Context: an optimization exercise on an open-source flow, tuned for small area, a short achievable clock period and few clock cycles. The choices shown serve that exercise and are no tape-out recipe. No run shown here included a check of the RTL's function; only the layout flow was run.

--- flow/design.v ---
`timescale 1ns/1ps
module axi_xbar (
    input  logic        axi_clk,
    input  logic        reset,
    input  logic [11:0] m_ar_id,
    input  logic [95:0] m_ar_addr,
    input  logic [23:0] m_ar_len,
    input  logic [8:0]  m_ar_size,
    input  logic [5:0]  m_ar_burst,
    input  logic [2:0]  m_arvalid,
    output logic [2:0]  m_arready,
    output logic [11:0] m_r_id,
    output logic [95:0] m_r_data,
    output logic [5:0]  m_r_resp,
    output logic [2:0]  m_r_last,
    output logic [2:0]  m_rvalid,
    input  logic [2:0]  m_rready,
    output logic [17:0] s_ar_id,
    output logic [95:0] s_ar_addr,
    output logic [23:0] s_ar_len,
    output logic [8:0]  s_ar_size,
    output logic [5:0]  s_ar_burst,
    output logic [2:0]  s_arvalid,
    input  logic [2:0]  s_arready,
    input  logic [17:0] s_r_id,
    input  logic [95:0] s_r_data,
    input  logic [5:0]  s_r_resp,
    input  logic [2:0]  s_r_last,
    input  logic [2:0]  s_rvalid,
    output logic [2:0]  s_rready
);
    logic [2:0][2:0] ar_gnt;     
    logic [2:0][2:0] r_gnt;      
    logic [2:0][2:0] ar_req;     
    logic [2:0][2:0] r_hit;      
    logic [2:0]      ar_hs, r_hs, r_done;
    always_comb begin
        for (int s = 0; s < 3; s++)
            for (int m = 0; m < 3; m++) begin
                ar_req[s][m] = m_arvalid[m] && (m_ar_addr[32*m + 28 +: 2] == 2'(s));
                r_hit[m][s]  = s_rvalid[s] && (s_r_id[6*s + 4 +: 2] == 2'(m));
            end
    end
    for (genvar s = 0; s < 3; s++) begin : g_slave
        assign s_arvalid[s] = |ar_gnt[s];
        assign ar_hs[s] = s_arvalid[s] && s_arready[s];
        rr_reg u_arb (
            .axi_clk (axi_clk),
            .reset   (reset),
            .req     (ar_req[s]),
            .done    (ar_hs[s]),
            .hold    (!s_arready[s]),
            .gnt_q   (ar_gnt[s])
        );
        always_comb begin
            s_ar_id[6*s +: 6]     = '0;
            s_ar_addr[32*s +: 32] = '0;
            s_ar_len[8*s +: 8]    = '0;
            s_ar_size[3*s +: 3]   = '0;
            s_ar_burst[2*s +: 2]  = '0;
            for (int m = 0; m < 3; m++) begin
                if (ar_gnt[s][m]) begin
                    s_ar_id[6*s +: 6]     = s_ar_id[6*s +: 6] | {2'(m), m_ar_id[4*m +: 4]};
                    s_ar_addr[32*s +: 32] = s_ar_addr[32*s +: 32] | m_ar_addr[32*m +: 32];
                    s_ar_len[8*s +: 8]    = s_ar_len[8*s +: 8] | m_ar_len[8*m +: 8];
                    s_ar_size[3*s +: 3]   = s_ar_size[3*s +: 3] | m_ar_size[3*m +: 3];
                    s_ar_burst[2*s +: 2]  = s_ar_burst[2*s +: 2] | m_ar_burst[2*m +: 2];
                end
            end
        end
    end
    for (genvar m = 0; m < 3; m++) begin : g_master
        assign m_rvalid[m] = |r_hit[m];
        assign r_hs[m]  = m_rvalid[m] && m_rready[m];
        rr_arb u_arb (
            .axi_clk (axi_clk),
            .reset   (reset),
            .req     (r_hit[m]),
            .ready   (m_rready[m]),
            .last    (m_r_last[m]),
            .gnt     (r_gnt[m])
        );
        always_comb begin
            m_r_id[4*m +: 4]     = '0;
            m_r_data[32*m +: 32] = '0;
            m_r_resp[2*m +: 2]   = '0;
            m_r_last[m]          = 1'b0;
            for (int s = 0; s < 3; s++) begin
                if (r_gnt[m][s]) begin
                    m_r_id[4*m +: 4]     = m_r_id[4*m +: 4] | s_r_id[6*s +: 4];
                    m_r_data[32*m +: 32] = m_r_data[32*m +: 32] | s_r_data[32*s +: 32];
                    m_r_resp[2*m +: 2]   = m_r_resp[2*m +: 2] | s_r_resp[2*s +: 2];
                    m_r_last[m]          = m_r_last[m] | s_r_last[s];
                end
            end
        end
    end
    always_comb begin
        for (int m = 0; m < 3; m++) begin
            m_arready[m] = 1'b0;
            for (int s = 0; s < 3; s++)
                m_arready[m] = m_arready[m] | (ar_gnt[s][m] && s_arready[s]);
        end
        for (int s = 0; s < 3; s++) begin
            s_rready[s] = 1'b0;
            for (int m = 0; m < 3; m++)
                s_rready[s] = s_rready[s] | (r_gnt[m][s] && m_rready[m]);
        end
    end
endmodule
module rr_reg (
    input  logic       axi_clk,
    input  logic       reset,
    input  logic [2:0] req,
    input  logic       done,
    input  logic       hold,
    output logic [2:0] gnt_q
);
    logic [2:0] pri_q;       
    logic [2:0] cand, gnt;
    assign cand = done ? (req & ~gnt_q) : req;
    always_comb begin
        case (1'b1)
            pri_q[0]: gnt = cand[0] ? 3'b001 : cand[1] ? 3'b010 : cand[2] ? 3'b100 : 3'b000;
            pri_q[1]: gnt = cand[1] ? 3'b010 : cand[2] ? 3'b100 : cand[0] ? 3'b001 : 3'b000;
            default:  gnt = cand[2] ? 3'b100 : cand[0] ? 3'b001 : cand[1] ? 3'b010 : 3'b000;
        endcase
    end
    always_ff @(posedge axi_clk) begin
        if (reset) begin
            pri_q <= 3'b001;
            gnt_q <= '0;
        end else if (gnt_q == '0 || done) begin
            gnt_q <= gnt;
            if (done) pri_q <= {gnt_q[1:0], gnt_q[2]};
        end
    end
endmodule
module rr_arb (
    input  logic       axi_clk,
    input  logic       reset,
    input  logic [2:0] req,
    input  logic       ready,
    input  logic       last,
    output logic [2:0] gnt
);
    logic [2:0] pri_q;       
    always_comb begin
        case (1'b1)
            pri_q[0]: gnt = req[0] ? 3'b001 : req[1] ? 3'b010 : req[2] ? 3'b100 : 3'b000;
            pri_q[1]: gnt = req[1] ? 3'b010 : req[2] ? 3'b100 : req[0] ? 3'b001 : 3'b000;
            default:  gnt = req[2] ? 3'b100 : req[0] ? 3'b001 : req[1] ? 3'b010 : 3'b000;
        endcase
    end
    always_ff @(posedge axi_clk) begin
        if (reset)
            pri_q <= 3'b001;
        else if (gnt != '0)
            pri_q <= (ready && last) ? {gnt[1:0], gnt[2]} : gnt;
    end
endmodule
--- flow/flow/run.sh ---
#!/bin/bash
cp standard.sh standard_sh_copy.log
export BUFFER_PORTS_ARGS="-buffer_cell sky130_fd_sc_hd__buf_1"
export PRE_IO_PLACEMENT_TCL=$PWD/flow/io.tcl
bash standard.sh > standard.log 2>&1
--- flow/flow/io.tcl ---
set_io_pin_constraint -region top:* -group -order -pin_names {m_ar_id[0] m_ar_id[4] m_ar_id[8] s_ar_id[0] s_ar_id[6] s_ar_id[12] m_ar_id[1] m_ar_id[5] m_ar_id[9] s_ar_id[1] s_ar_id[7] s_ar_id[13] m_ar_id[2] m_ar_id[6] m_ar_id[10] s_ar_id[2] s_ar_id[8] s_ar_id[14] m_ar_id[3] m_ar_id[7] m_ar_id[11] s_ar_id[3] s_ar_id[9] s_ar_id[15] m_ar_addr[0] m_ar_addr[32] m_ar_addr[64] s_ar_addr[0] s_ar_addr[32] s_ar_addr[64] m_ar_addr[1] m_ar_addr[33] m_ar_addr[65] s_ar_addr[1] s_ar_addr[33] s_ar_addr[65] m_ar_addr[2] m_ar_addr[34] m_ar_addr[66] s_ar_addr[2] s_ar_addr[34] s_ar_addr[66] m_ar_addr[3] m_ar_addr[35] m_ar_addr[67] s_ar_addr[3] s_ar_addr[35] s_ar_addr[67] m_ar_addr[4] m_ar_addr[36] m_ar_addr[68] s_ar_addr[4] s_ar_addr[36] s_ar_addr[68] m_ar_addr[5] m_ar_addr[37] m_ar_addr[69] s_ar_addr[5] s_ar_addr[37] s_ar_addr[69] m_ar_addr[6] m_ar_addr[38] m_ar_addr[70] s_ar_addr[6] s_ar_addr[38] s_ar_addr[70] m_ar_addr[7] m_ar_addr[39] m_ar_addr[71] s_ar_addr[7] s_ar_addr[39] s_ar_addr[71] m_ar_addr[8] m_ar_addr[40] m_ar_addr[72] s_ar_addr[8] s_ar_addr[40] s_ar_addr[72] m_ar_addr[9] m_ar_addr[41] m_ar_addr[73] s_ar_addr[9] s_ar_addr[41] s_ar_addr[73] m_ar_addr[10] m_ar_addr[42] m_ar_addr[74] s_ar_addr[10] s_ar_addr[42] s_ar_addr[74] m_ar_addr[11] m_ar_addr[43] m_ar_addr[75] s_ar_addr[11] s_ar_addr[43] s_ar_addr[75] m_ar_addr[12] m_ar_addr[44] m_ar_addr[76] s_ar_addr[12] s_ar_addr[44] s_ar_addr[76] m_ar_addr[13] m_ar_addr[45] m_ar_addr[77] s_ar_addr[13] s_ar_addr[45] s_ar_addr[77] m_ar_addr[14] m_ar_addr[46] m_ar_addr[78] s_ar_addr[14] s_ar_addr[46] s_ar_addr[78] m_ar_addr[15] m_ar_addr[47] m_ar_addr[79] s_ar_addr[15] s_ar_addr[47] s_ar_addr[79] m_ar_addr[16] m_ar_addr[48] m_ar_addr[80] s_ar_addr[16] s_ar_addr[48] s_ar_addr[80] m_ar_addr[17] m_ar_addr[49] m_ar_addr[81] s_ar_addr[17] s_ar_addr[49] s_ar_addr[81] m_ar_addr[18] m_ar_addr[50] m_ar_addr[82] s_ar_addr[18] s_ar_addr[50] s_ar_addr[82] m_ar_addr[19] m_ar_addr[51] m_ar_addr[83] s_ar_addr[19] s_ar_addr[51] s_ar_addr[83] m_ar_addr[20] m_ar_addr[52] m_ar_addr[84] s_ar_addr[20] s_ar_addr[52] s_ar_addr[84]}
set_io_pin_constraint -region right:* -group -order -pin_names {m_ar_addr[21] m_ar_addr[53] m_ar_addr[85] s_ar_addr[21] s_ar_addr[53] s_ar_addr[85] m_ar_addr[22] m_ar_addr[54] m_ar_addr[86] s_ar_addr[22] s_ar_addr[54] s_ar_addr[86] m_ar_addr[23] m_ar_addr[55] m_ar_addr[87] s_ar_addr[23] s_ar_addr[55] s_ar_addr[87] m_ar_addr[24] m_ar_addr[56] m_ar_addr[88] s_ar_addr[24] s_ar_addr[56] s_ar_addr[88] m_ar_addr[25] m_ar_addr[57] m_ar_addr[89] s_ar_addr[25] s_ar_addr[57] s_ar_addr[89] m_ar_addr[26] m_ar_addr[58] m_ar_addr[90] s_ar_addr[26] s_ar_addr[58] s_ar_addr[90] m_ar_addr[27] m_ar_addr[59] m_ar_addr[91] s_ar_addr[27] s_ar_addr[59] s_ar_addr[91] m_ar_addr[28] m_ar_addr[60] m_ar_addr[92] s_ar_addr[28] s_ar_addr[60] s_ar_addr[92] m_ar_addr[29] m_ar_addr[61] m_ar_addr[93] s_ar_addr[29] s_ar_addr[61] s_ar_addr[93] m_ar_addr[30] m_ar_addr[62] m_ar_addr[94] s_ar_addr[30] s_ar_addr[62] s_ar_addr[94] m_ar_addr[31] m_ar_addr[63] m_ar_addr[95] s_ar_addr[31] s_ar_addr[63] s_ar_addr[95] m_ar_len[0] m_ar_len[8] m_ar_len[16] s_ar_len[0] s_ar_len[8] s_ar_len[16] m_ar_len[1] m_ar_len[9] m_ar_len[17] s_ar_len[1] s_ar_len[9] s_ar_len[17] m_ar_len[2] m_ar_len[10] m_ar_len[18] s_ar_len[2] s_ar_len[10] s_ar_len[18] m_ar_len[3] m_ar_len[11] m_ar_len[19] s_ar_len[3] s_ar_len[11] s_ar_len[19] m_ar_len[4] m_ar_len[12] m_ar_len[20] s_ar_len[4] s_ar_len[12] s_ar_len[20] m_ar_len[5] m_ar_len[13] m_ar_len[21] s_ar_len[5] s_ar_len[13] s_ar_len[21] m_ar_len[6] m_ar_len[14] m_ar_len[22] s_ar_len[6] s_ar_len[14] s_ar_len[22] m_ar_len[7] m_ar_len[15] m_ar_len[23] s_ar_len[7] s_ar_len[15] s_ar_len[23] m_ar_size[0] m_ar_size[3] m_ar_size[6] s_ar_size[0] s_ar_size[3] s_ar_size[6] m_ar_size[1] m_ar_size[4] m_ar_size[7] s_ar_size[1] s_ar_size[4] s_ar_size[7] m_ar_size[2] m_ar_size[5] m_ar_size[8] s_ar_size[2] s_ar_size[5] s_ar_size[8] m_ar_burst[0] m_ar_burst[2] m_ar_burst[4] s_ar_burst[0] s_ar_burst[2] s_ar_burst[4] m_ar_burst[1] m_ar_burst[3] m_ar_burst[5] s_ar_burst[1] s_ar_burst[3] s_ar_burst[5] s_ar_id[4] s_ar_id[5] s_ar_id[10] s_ar_id[11] s_ar_id[16] s_ar_id[17]}
set_io_pin_constraint -region bottom:* -group -order -pin_names {s_r_id[0] s_r_id[6] s_r_id[12] m_r_id[0] m_r_id[4] m_r_id[8] s_r_id[1] s_r_id[7] s_r_id[13] m_r_id[1] m_r_id[5] m_r_id[9] s_r_id[2] s_r_id[8] s_r_id[14] m_r_id[2] m_r_id[6] m_r_id[10] s_r_id[3] s_r_id[9] s_r_id[15] m_r_id[3] m_r_id[7] m_r_id[11] s_r_data[0] s_r_data[32] s_r_data[64] m_r_data[0] m_r_data[32] m_r_data[64] s_r_data[1] s_r_data[33] s_r_data[65] m_r_data[1] m_r_data[33] m_r_data[65] s_r_data[2] s_r_data[34] s_r_data[66] m_r_data[2] m_r_data[34] m_r_data[66] s_r_data[3] s_r_data[35] s_r_data[67] m_r_data[3] m_r_data[35] m_r_data[67] s_r_data[4] s_r_data[36] s_r_data[68] m_r_data[4] m_r_data[36] m_r_data[68] s_r_data[5] s_r_data[37] s_r_data[69] m_r_data[5] m_r_data[37] m_r_data[69] s_r_data[6] s_r_data[38] s_r_data[70] m_r_data[6] m_r_data[38] m_r_data[70] s_r_data[7] s_r_data[39] s_r_data[71] m_r_data[7] m_r_data[39] m_r_data[71] s_r_data[8] s_r_data[40] s_r_data[72] m_r_data[8] m_r_data[40] m_r_data[72] s_r_data[9] s_r_data[41] s_r_data[73] m_r_data[9] m_r_data[41] m_r_data[73] s_r_data[10] s_r_data[42] s_r_data[74] m_r_data[10] m_r_data[42] m_r_data[74] s_r_data[11] s_r_data[43] s_r_data[75] m_r_data[11] m_r_data[43] m_r_data[75] s_r_data[12] s_r_data[44] s_r_data[76] m_r_data[12] m_r_data[44] m_r_data[76] s_r_data[13] s_r_data[45] s_r_data[77] m_r_data[13] m_r_data[45] m_r_data[77] s_r_data[14] s_r_data[46] s_r_data[78] m_r_data[14] m_r_data[46] m_r_data[78]}
set_io_pin_constraint -region left:* -group -order -pin_names {s_r_data[15] s_r_data[47] s_r_data[79] m_r_data[15] m_r_data[47] m_r_data[79] s_r_data[16] s_r_data[48] s_r_data[80] m_r_data[16] m_r_data[48] m_r_data[80] s_r_data[17] s_r_data[49] s_r_data[81] m_r_data[17] m_r_data[49] m_r_data[81] s_r_data[18] s_r_data[50] s_r_data[82] m_r_data[18] m_r_data[50] m_r_data[82] s_r_data[19] s_r_data[51] s_r_data[83] m_r_data[19] m_r_data[51] m_r_data[83] s_r_data[20] s_r_data[52] s_r_data[84] m_r_data[20] m_r_data[52] m_r_data[84] s_r_data[21] s_r_data[53] s_r_data[85] m_r_data[21] m_r_data[53] m_r_data[85] s_r_data[22] s_r_data[54] s_r_data[86] m_r_data[22] m_r_data[54] m_r_data[86] s_r_data[23] s_r_data[55] s_r_data[87] m_r_data[23] m_r_data[55] m_r_data[87] s_r_data[24] s_r_data[56] s_r_data[88] m_r_data[24] m_r_data[56] m_r_data[88] s_r_data[25] s_r_data[57] s_r_data[89] m_r_data[25] m_r_data[57] m_r_data[89] s_r_data[26] s_r_data[58] s_r_data[90] m_r_data[26] m_r_data[58] m_r_data[90] s_r_data[27] s_r_data[59] s_r_data[91] m_r_data[27] m_r_data[59] m_r_data[91] s_r_data[28] s_r_data[60] s_r_data[92] m_r_data[28] m_r_data[60] m_r_data[92] s_r_data[29] s_r_data[61] s_r_data[93] m_r_data[29] m_r_data[61] m_r_data[93] s_r_data[30] s_r_data[62] s_r_data[94] m_r_data[30] m_r_data[62] m_r_data[94] s_r_data[31] s_r_data[63] s_r_data[95] m_r_data[31] m_r_data[63] m_r_data[95] s_r_resp[0] s_r_resp[2] s_r_resp[4] m_r_resp[0] m_r_resp[2] m_r_resp[4] s_r_resp[1] s_r_resp[3] s_r_resp[5] m_r_resp[1] m_r_resp[3] m_r_resp[5] s_r_last[0] s_r_last[1] s_r_last[2] m_r_last[0] m_r_last[1] m_r_last[2] s_r_id[4] s_r_id[5] s_r_id[10] s_r_id[11] s_r_id[16] s_r_id[17] m_arvalid[0] m_arvalid[1] m_arvalid[2] m_arready[0] m_arready[1] m_arready[2] s_arvalid[0] s_arvalid[1] s_arvalid[2] s_arready[0] s_arready[1] s_arready[2] m_rvalid[0] m_rvalid[1] m_rvalid[2] m_rready[0] m_rready[1] m_rready[2] s_rvalid[0] s_rvalid[1] s_rvalid[2] s_rready[0] s_rready[1] s_rready[2] reset axi_clk}
--- flow/standard.sh ---
#!/bin/bash
# synth_recipe.tcl (not shown) runs the flow's synth.tcl, then flattens the netlist and writes it again
# the make line also repeats each setting of config.mk as NAME=value (left out here)
make -C /OpenROAD-flow-scripts/flow DESIGN_CONFIG=/design/flow/config.mk WORK_HOME=/design/flow/orfs CLKGATE_MAP_FILE= SYNTH_SCRIPT=/design/flow/synth_recipe.tcl "${@:-finish}"
--- flow/config.mk ---
export PLATFORM = sky130hd
export DESIGN_NAME = axi_xbar
export DESIGN_NICKNAME = axi_xbar
export VERILOG_FILES = /design/flow/design.v
export SDC_FILE = /design/flow/constraint.sdc
export NUM_CORES = 4
export LEC_CHECK = 0
export CAP_MARGIN = 20
export CORE_AREA = 3 3 197 197
export DIE_AREA = 0 0 200 200
export SETUP_SLACK_MARGIN = 3.0
export SLEW_MARGIN = 20
--- flow/constraint.sdc ---
create_clock -name core_clock -period 7.5 [get_ports {axi_clk}]
set_input_delay 1.5000 -clock core_clock [delete_from_list [all_inputs] [get_ports {axi_clk}]]
set_output_delay 1.5000 -clock core_clock [all_outputs]
set_load 0.01 [all_outputs]
==> results of run 1 <==
[kinds of logic after synthesis]
logic type	count (synthesis)	share of synthesized area
compound gates	325	0.5406
buf+inv	384	0.2753
flops	21	0.07417
mux	1	0.001766
simple gates	101	0.1082
==> run summary, run 1 <==
- The floorplan die width is 200 um.
- When the netlist entered floorplanning its net count stood at about 1100.
- The total number of yosys warnings is 3.
- In the synthesized netlist, the number of instances is 832.
- The synthesized design contains 0 enable-type register cells.
- The commonest cells after synthesis are inv_1, a222oi_1, clkbuf_1.
- By area the synthesized netlist is led by a222oi_1, inv_1, dfxtp_1, clkbuf_1, a21oi_1.
- The stage at which the flow ended is I/O pin placement (3_2_place_iop).
- The mean post-synth cell area is 6.812 sq um.
- The site row count is 70.
- The synthesized flop and latch total is 21.
- inv_1 is the most common cell in the netlist.
- The area share of the largest cell type after synthesis is 0.4680.
- Of all flip-flops after synthesis, the portion carrying an async set or reset was 0.
- The synthesized netlist occupies a cell area of 5668 sq um.
- For this configuration, the core starts out at a cell density of 0.1537.
- The share of synthesized area occupied by flip-flops and latches is 0.07417.
- The largest total area in the synthesized netlist belongs to a222oi_1.
- The vertical die dimension is approximately 200 um.
- For this run, the leading register cell type out of synthesis is dfxtp_1.
- Synthesis instantiated between 50 and 60 different standard cells from the library.
- The tool reported: "[ERROR PPL-0111] 2 constraint(s) does not have available slots for the pins".
- The flow did not finish.
==> run 2, diff against run 1 <==
--- a/flow/design.v
+++ b/flow/design.v
@@ -70,15 +70,15 @@
         end
     end
     for (genvar m = 0; m < 3; m++) begin : g_master
-        assign m_rvalid[m] = |r_hit[m];
+        assign m_rvalid[m] = |(r_gnt[m] & s_rvalid);
         assign r_hs[m]  = m_rvalid[m] && m_rready[m];
-        rr_arb u_arb (
+        rr_reg u_arb (
             .axi_clk (axi_clk),
             .reset   (reset),
             .req     (r_hit[m]),
-            .ready   (m_rready[m]),
-            .last    (m_r_last[m]),
-            .gnt     (r_gnt[m])
+            .done    (r_hs[m] && m_r_last[m]),
+            .hold    (1'b0),
+            .gnt_q   (r_gnt[m])
         );
         always_comb begin
             m_r_id[4*m +: 4]     = '0;
@@ -136,26 +136,3 @@
         end
     end
 endmodule
-module rr_arb (
-    input  logic       axi_clk,
-    input  logic       reset,
-    input  logic [2:0] req,
-    input  logic       ready,
-    input  logic       last,
-    output logic [2:0] gnt
-);
-    logic [2:0] pri_q;       
-    always_comb begin
-        case (1'b1)
-            pri_q[0]: gnt = req[0] ? 3'b001 : req[1] ? 3'b010 : req[2] ? 3'b100 : 3'b000;
-            pri_q[1]: gnt = req[1] ? 3'b010 : req[2] ? 3'b100 : req[0] ? 3'b001 : 3'b000;
-            default:  gnt = req[2] ? 3'b100 : req[0] ? 3'b001 : req[1] ? 3'b010 : 3'b000;
-        endcase
-    end
-    always_ff @(posedge axi_clk) begin
-        if (reset)
-            pri_q <= 3'b001;
-        else if (gnt != '0)
-            pri_q <= (ready && last) ? {gnt[1:0], gnt[2]} : gnt;
-    end
-endmodule
==> run 2 against run 1 <==
The run again fails in I/O pin placement (3_2_place_iop); synthesized cell count is 5.4% higher; area after synthesis is 3.7% higher.
==> run summary, run 2 <==
- The synthesized flop and latch total is 30.
- Synthesis produced 877 cells.
- The die is 200 um wide.
- The mean post-synth cell area is 6.701 sq um.
- Ranked by total cell area, the synthesized netlist is headed by a222oi_1, inv_1, dfxtp_1, clkbuf_1, nand2_1.
- The tool reported: "[ERROR PPL-0111] 2 constraint(s) does not have available slots for the pins".
- During synthesis, Yosys emitted a total of 2 warnings.
- The commonest register cell after synthesis is dfxtp_1.
- Counting flops with an async set or reset pin after synthesis yields a share of 0.
- Counting instances in the post-synthesis netlist gives the leading cell types as inv_1, a222oi_1, clkbuf_1.
- The run stopped with a tool error.
- The synthesized cell area is 5877 sq um.
- The leading cell type by number of instances after synthesis is inv_1.
- The biggest area contributor in the post-synthesis netlist is a222oi_1.
- The number of enable-type register cells in the synthesized netlist is 0.
- The net count of the mapped netlist is 1161.
- The site row count is 70.
- The area share of the largest cell type after synthesis is 0.4599.
- The flow stopped in I/O pin placement (3_2_place_iop).
- The initial cell density of the core is 0.1594.
- Yosys mapped the design onto 41 distinct sky130hd cell types.
- The vertical die dimension is ~200 um.
- The share of synthesized area occupied by flip-flops and latches is 0.1022.
==> run 2: logic make-up after synthesis <==
group	share of synthesized area
compound gates	0.5342
buf+inv	0.2540
flops	0.1022
mux	0.001703
simple gates	0.1079
